Context: an optimization exercise on an open-source flow, tuned for a short achievable clock period and few clock cycles. The choices shown serve that exercise and are no tape-out recipe.
Only simulation tests tie the RTL to the original design; equivalence was not proved.

Setup of S:
==> flow/design.v <==
module dcache_ctrl #(
  parameter int INDEX_BITS = 4
) (
  input  logic        clk,
  input  logic        rst,
  input  logic [31:0] address,
  input  logic [31:0] writeData,
  input  logic        memRead,
  input  logic        memWrite,
  output logic [31:0] readData,
  output logic        hit,
  output logic        memReq,
  output logic        memWe,
  output logic [31:0] memAddr,
  output logic [31:0] memWriteData,
  input  logic        memReady,
  input  logic [31:0] memReadData
);
  localparam int LINE_WORDS = 4;
  localparam int LINES      = 1 << INDEX_BITS;
  localparam int SLOTS      = LINES * LINE_WORDS;
  localparam int TAG_W      = 28 - INDEX_BITS;
  logic [SLOTS-1:0]      wvalid;
  logic [TAG_W-1:0]      tag_arr  [LINES];
  logic [31:0]           data_arr [SLOTS];
  logic                  cv;         
  logic                  hit_q;      
  logic                  cand_q;     
  logic [31:0]           rp_q;
  logic [31:0]           rq0_q;
  logic [31:0]           rq1_q;
  logic                  mreq_q;     
  logic                  mwe_q;      
  logic                  we_q;       
  logic [31:2]           maddr_q;    
  logic [31:0]           mwd_q;      
  logic                  mown_q;     
  logic [SLOTS-1:0]      sdec_q;     
  logic                  rf_active;
  logic [27:0]           rf_line;    
  logic [1:0]            rf_word;    
  logic [1:0]            rf_cnt;     
  logic                  tw_q;       
  logic [SLOTS-1:0]      rfdec_q;    
  logic                  unused_byte_offset;
  assign unused_byte_offset = ^address[1:0];
  logic [31:2]           a;
  logic [1:0]            a_word;
  logic [INDEX_BITS-1:0] a_index;
  logic [TAG_W-1:0]      a_tag;
  logic [5:0]            a_slot;
  assign a       = address[31:2];
  assign a_word  = a[3:2];
  assign a_index = a[3+INDEX_BITS:4];
  assign a_tag   = a[31:4+INDEX_BITS];
  assign a_slot  = a[3+INDEX_BITS:2];
  logic req, is_st, is_ld;
  assign req   = memRead || memWrite;
  assign is_st = memWrite;
  assign is_ld = memRead && !memWrite;
  logic [LINES-1:0] tag_m, word_v;
  always_comb begin
    for (int i = 0; i < LINES; i++) begin
      tag_m[i]  = (tag_arr[i] == a_tag);
      word_v[i] = tag_m[i] && wvalid[i*LINE_WORDS + a_word];
    end
  end
  logic rf_on;    
  assign rf_on = rf_active && !mwe_q;
  logic tag_eq, word_valid, line_pend, match;
  assign tag_eq     = tag_m[a_index];
  assign word_valid = word_v[a_index];
  assign line_pend  = rf_active && (rf_line == a[31:4]);
  assign match      = rf_on && ({rf_line, rf_word} == a);
  assign memReq       = mreq_q;
  assign memWe        = we_q;
  assign memAddr      = {maddr_q, 2'b00};
  assign memWriteData = mwd_q;
  logic rf_beat, rf_last, rf_busy;
  assign rf_beat = rf_on && memReady;
  assign rf_last = rf_beat && (rf_cnt == 2'd3);
  assign rf_busy = rf_active && !rf_last;    
  logic done, act;
  assign done = hit_q || (cand_q && memReady);
  assign act  = req && !done;    
  assign hit  = done;
  assign readData = rq0_q | rq1_q | (memReadData & rp_q);
  logic ld_go;    
  assign ld_go = act && is_ld && !line_pend && !rf_busy;
  logic start_rf;
  assign start_rf = ld_go && !word_valid;
  logic ld_next;
  assign ld_next = cv && (start_rf ||
                   (line_pend && !rf_last && !match &&
                    ((rf_beat ? rf_word + 2'd1 : rf_word) == a_word)));
  logic st_hold, ld_cand;
  assign st_hold = act && is_st;              
  assign ld_cand = act && is_ld && ld_next;   
  always_ff @(posedge clk or posedge rst) begin
    if (rst) begin
      cv        <= 1'b0;
      hit_q     <= 1'b0;
      cand_q    <= 1'b0;
      mreq_q    <= 1'b0;
      mwe_q     <= 1'b0;
      we_q      <= 1'b0;
      rf_active <= 1'b0;
      tw_q      <= 1'b0;
      wvalid    <= '0;
    end else begin
      cv     <= act;
      hit_q  <= act && is_ld && (word_valid || (match && memReady));
      cand_q <= st_hold || ld_cand;
      rf_active <= rf_busy || start_rf;
      tw_q      <= start_rf;
      mreq_q    <= st_hold || rf_busy || start_rf;
      mwe_q     <= st_hold;
      we_q      <= st_hold || !(rf_busy || start_rf);
      for (int s = 0; s < SLOTS; s++) begin
        if (rf_beat && rfdec_q[s]) wvalid[s] <= 1'b1;
      end
      for (int i = 0; i < LINES; i++) begin
        if (ld_go && !word_v[i] && a_index == i) wvalid[i*LINE_WORDS +: LINE_WORDS] <= '0;
      end
    end
  end
  logic [31:0] lo_n, hi_n;
  logic        pass_n;
  assign lo_n = match ? memReadData : (a_slot[5] ? 32'd0 : data_arr[{1'b0, a_slot[4:0]}]);
  assign hi_n = (match || !a_slot[5]) ? 32'd0 : data_arr[{1'b1, a_slot[4:0]}];
  assign pass_n  = cv && !match;
  logic [31:0] wdata;
  assign wdata = mwe_q ? writeData : memReadData;    
  always_ff @(posedge clk) begin
    rp_q  <= lo_n | {32{pass_n}};
    rq0_q <= lo_n & {32{!pass_n}};
    rq1_q <= hi_n & {32{!pass_n}};
    if (rf_busy) begin
      rf_line <= rf_line;
      rf_word <= rf_beat ? rf_word + 2'd1 : rf_word;
      rf_cnt  <= rf_beat ? rf_cnt + 2'd1 : rf_cnt;
      if (rf_beat) begin
        for (int s = 0; s < SLOTS; s++) begin
          rfdec_q[s] <= rfdec_q[(s & ~(LINE_WORDS-1)) | ((s + LINE_WORDS - 1) & (LINE_WORDS-1))];
        end
      end
    end else begin
      rf_line <= a[31:4];
      rf_word <= a_word;
      rf_cnt  <= 2'd0;
      for (int s = 0; s < SLOTS; s++) rfdec_q[s] <= (a_slot == s);
    end
    if (rf_busy && !st_hold) maddr_q <= {rf_line, rf_beat ? rf_word + 2'd1 : rf_word};
    else                     maddr_q <= a;
    mwd_q <= writeData;
    if (!mwe_q) begin
      mown_q <= tag_eq;
      for (int s = 0; s < SLOTS; s++) sdec_q[s] <= (a_slot == s);
    end
    for (int s = 0; s < SLOTS; s++) begin
      if ((rf_on && rfdec_q[s]) ||
          (mwe_q && mown_q && sdec_q[s])) data_arr[s] <= wdata;
    end
    if (tw_q) tag_arr[rf_line[INDEX_BITS-1:0]] <= rf_line[27:INDEX_BITS];
  end
endmodule
==> flow/config.mk <==
export PLATFORM = sky130hd
export DESIGN_NAME = dcache_ctrl
export DESIGN_NICKNAME = dcache_ctrl
export VERILOG_FILES = /design/flow/design.v
export SDC_FILE = /design/flow/constraint.sdc
export NUM_CORES = 4
export LEC_CHECK = 0
export ABC_CLOCK_PERIOD_IN_PS = 500
export CAP_MARGIN = 20
export CORE_MARGIN = 2
export CORE_UTILIZATION = 50
export SETUP_SLACK_MARGIN = 3.4
export SLEW_MARGIN = 20
==> flow/constraint.sdc <==
create_clock -name core_clock -period 6.0 [get_ports {clk}]
set_input_delay 1.2000 -clock core_clock [delete_from_list [all_inputs] [get_ports {clk}]]
set_output_delay 1.2000 -clock core_clock [all_outputs]
set_load 0.01 [all_outputs]
run.sh (not shown) runs the stock make flow with config.mk's settings and CLKGATE_MAP_FILE= SYNTH_SCRIPT=/design/flow/synth_recipe.tcl, a recipe that flattens the netlist after the stock synthesis.
Testbench counts of S, summed over its fixed seeds: cycles 44,488.
### S -> Q
-- flow/design.v --
<<< S, line 42
  logic [1:0]            rf_cnt;     
  logic                  tw_q;       
  logic [SLOTS-1:0]      rfdec_q;    
  logic                  unused_byte_offset;
  assign unused_byte_offset = ^address[1:0];
>>> Q, line 42
  logic [1:0]            rf_cnt;     
  logic                  tw_q;       
  logic                  unused_byte_offset;
  assign unused_byte_offset = ^address[1:0];
<<< S, line 91
  assign start_rf = ld_go && !word_valid;
  logic ld_next;
  assign ld_next = cv && (start_rf ||
                   (line_pend && !rf_last && !match &&
                    ((rf_beat ? rf_word + 2'd1 : rf_word) == a_word)));
  logic st_hold, ld_cand;
  assign st_hold = act && is_st;              
>>> Q, line 90
  assign start_rf = ld_go && !word_valid;
  logic ld_next;
  assign ld_next = (start_rf && cv) ||
                   (line_pend && !rf_last && !match &&
                    ((rf_beat ? rf_word + 2'd1 : rf_word) == a_word));
  logic st_hold, ld_cand;
  assign st_hold = act && is_st;              
<<< S, line 118
      we_q      <= st_hold || !(rf_busy || start_rf);
      for (int s = 0; s < SLOTS; s++) begin
        if (rf_beat && rfdec_q[s]) wvalid[s] <= 1'b1;
      end
      for (int i = 0; i < LINES; i++) begin
>>> Q, line 117
      we_q      <= st_hold || !(rf_busy || start_rf);
      for (int s = 0; s < SLOTS; s++) begin
        if (rf_beat && {rf_line[INDEX_BITS-1:0], rf_word} == s) wvalid[s] <= 1'b1;
      end
      for (int i = 0; i < LINES; i++) begin
<<< S, line 129
  assign lo_n = match ? memReadData : (a_slot[5] ? 32'd0 : data_arr[{1'b0, a_slot[4:0]}]);
  assign hi_n = (match || !a_slot[5]) ? 32'd0 : data_arr[{1'b1, a_slot[4:0]}];
  assign pass_n  = cv && !match;
  logic [31:0] wdata;
  assign wdata = mwe_q ? writeData : memReadData;    
>>> Q, line 128
  assign lo_n = match ? memReadData : (a_slot[5] ? 32'd0 : data_arr[{1'b0, a_slot[4:0]}]);
  assign hi_n = (match || !a_slot[5]) ? 32'd0 : data_arr[{1'b1, a_slot[4:0]}];
  assign pass_n  = !match && (cv || (line_pend && !wvalid[rf_line[INDEX_BITS-1:0]*LINE_WORDS + a_word]));
  logic [31:0] wdata;
  assign wdata = mwe_q ? writeData : memReadData;    
<<< S, line 140
      rf_word <= rf_beat ? rf_word + 2'd1 : rf_word;
      rf_cnt  <= rf_beat ? rf_cnt + 2'd1 : rf_cnt;
      if (rf_beat) begin
        for (int s = 0; s < SLOTS; s++) begin
          rfdec_q[s] <= rfdec_q[(s & ~(LINE_WORDS-1)) | ((s + LINE_WORDS - 1) & (LINE_WORDS-1))];
        end
      end
    end else begin
      rf_line <= a[31:4];
      rf_word <= a_word;
      rf_cnt  <= 2'd0;
      for (int s = 0; s < SLOTS; s++) rfdec_q[s] <= (a_slot == s);
    end
    if (rf_busy && !st_hold) maddr_q <= {rf_line, rf_beat ? rf_word + 2'd1 : rf_word};
>>> Q, line 139
      rf_word <= rf_beat ? rf_word + 2'd1 : rf_word;
      rf_cnt  <= rf_beat ? rf_cnt + 2'd1 : rf_cnt;
    end else begin
      rf_line <= a[31:4];
      rf_word <= a_word;
      rf_cnt  <= 2'd0;
    end
    if (rf_busy && !st_hold) maddr_q <= {rf_line, rf_beat ? rf_word + 2'd1 : rf_word};
<<< S, line 159
    end
    for (int s = 0; s < SLOTS; s++) begin
      if ((rf_on && rfdec_q[s]) ||
          (mwe_q && mown_q && sdec_q[s])) data_arr[s] <= wdata;
    end
>>> Q, line 152
    end
    for (int s = 0; s < SLOTS; s++) begin
      if ((rf_on && {rf_line[INDEX_BITS-1:0], rf_word} == s) ||
          (mwe_q && mown_q && sdec_q[s])) data_arr[s] <= wdata;
    end
==> results.txt <==
Q went all the way through the flow, and no timing, DRC or antenna check failed.
S has completed all stages; timing, DRC and antenna checks passed.
Summary — horizontal die dimension, Q relative to S: lower, by 1.2%.
Going from S to Q, pin count of the biggest net entering global routing grew by a few percent.
Compared with S, Q shows count of distinct cell types in the synthesized netlist higher by 1.
Sort Q and S by data arrival time at the worst-slack endpoint, descending, and Q comes first.
Final net count: S vs Q — no meaningful difference
Q — fraction of layout cells with a size suffix above 1 3.5 points lower, S as reference
S has lower number of buffers inserted to repair setup after CTS than Q.
Q vs. S: die area went down by 4900 um^2.
Q ended up with reg -> reg as its class of the tightest hold or removal check; S ended up with in -> reg.
Area share of xor/xnor cells in the synthesized design delta (Q -> S): insignificant
Testbench counts of Q, summed over its fixed seeds: cycles 44,488.

## port drivers added, routing unchanged
No port has a modelled driver above. Below, the same layouts with a new extraction and two added sets of constraints. Step 1 assumes that a clkbuf_16 drives the clock port and a buf_2 every other input. Step 2 times the ports against the registers' clock, not the clock port: input delays grow and output delays shrink by t, the midpoint of the rising clock arrivals with the driver on. a / b / c = no drivers / after step 1 / after step 2; a / b = the first two.
| run | shift t [ns] | setup WS [ns] | worst setup path after step 2 | worst register clock-pin slew, ns |
|---|---|---|---|---|
| S | 1.042 | 2.929 / 2.863 / 2.207 | input to register | 0.07 / 0.07 |
| Q | 1.024 | 2.935 / 2.729 / 1.705 | input to register | 0.07 / 0.07 |
After both steps every run listed still meets setup and hold. The setup slack of Q, which loses most, moves by -0.206 ns with the drivers and by -1.230 ns with both steps.
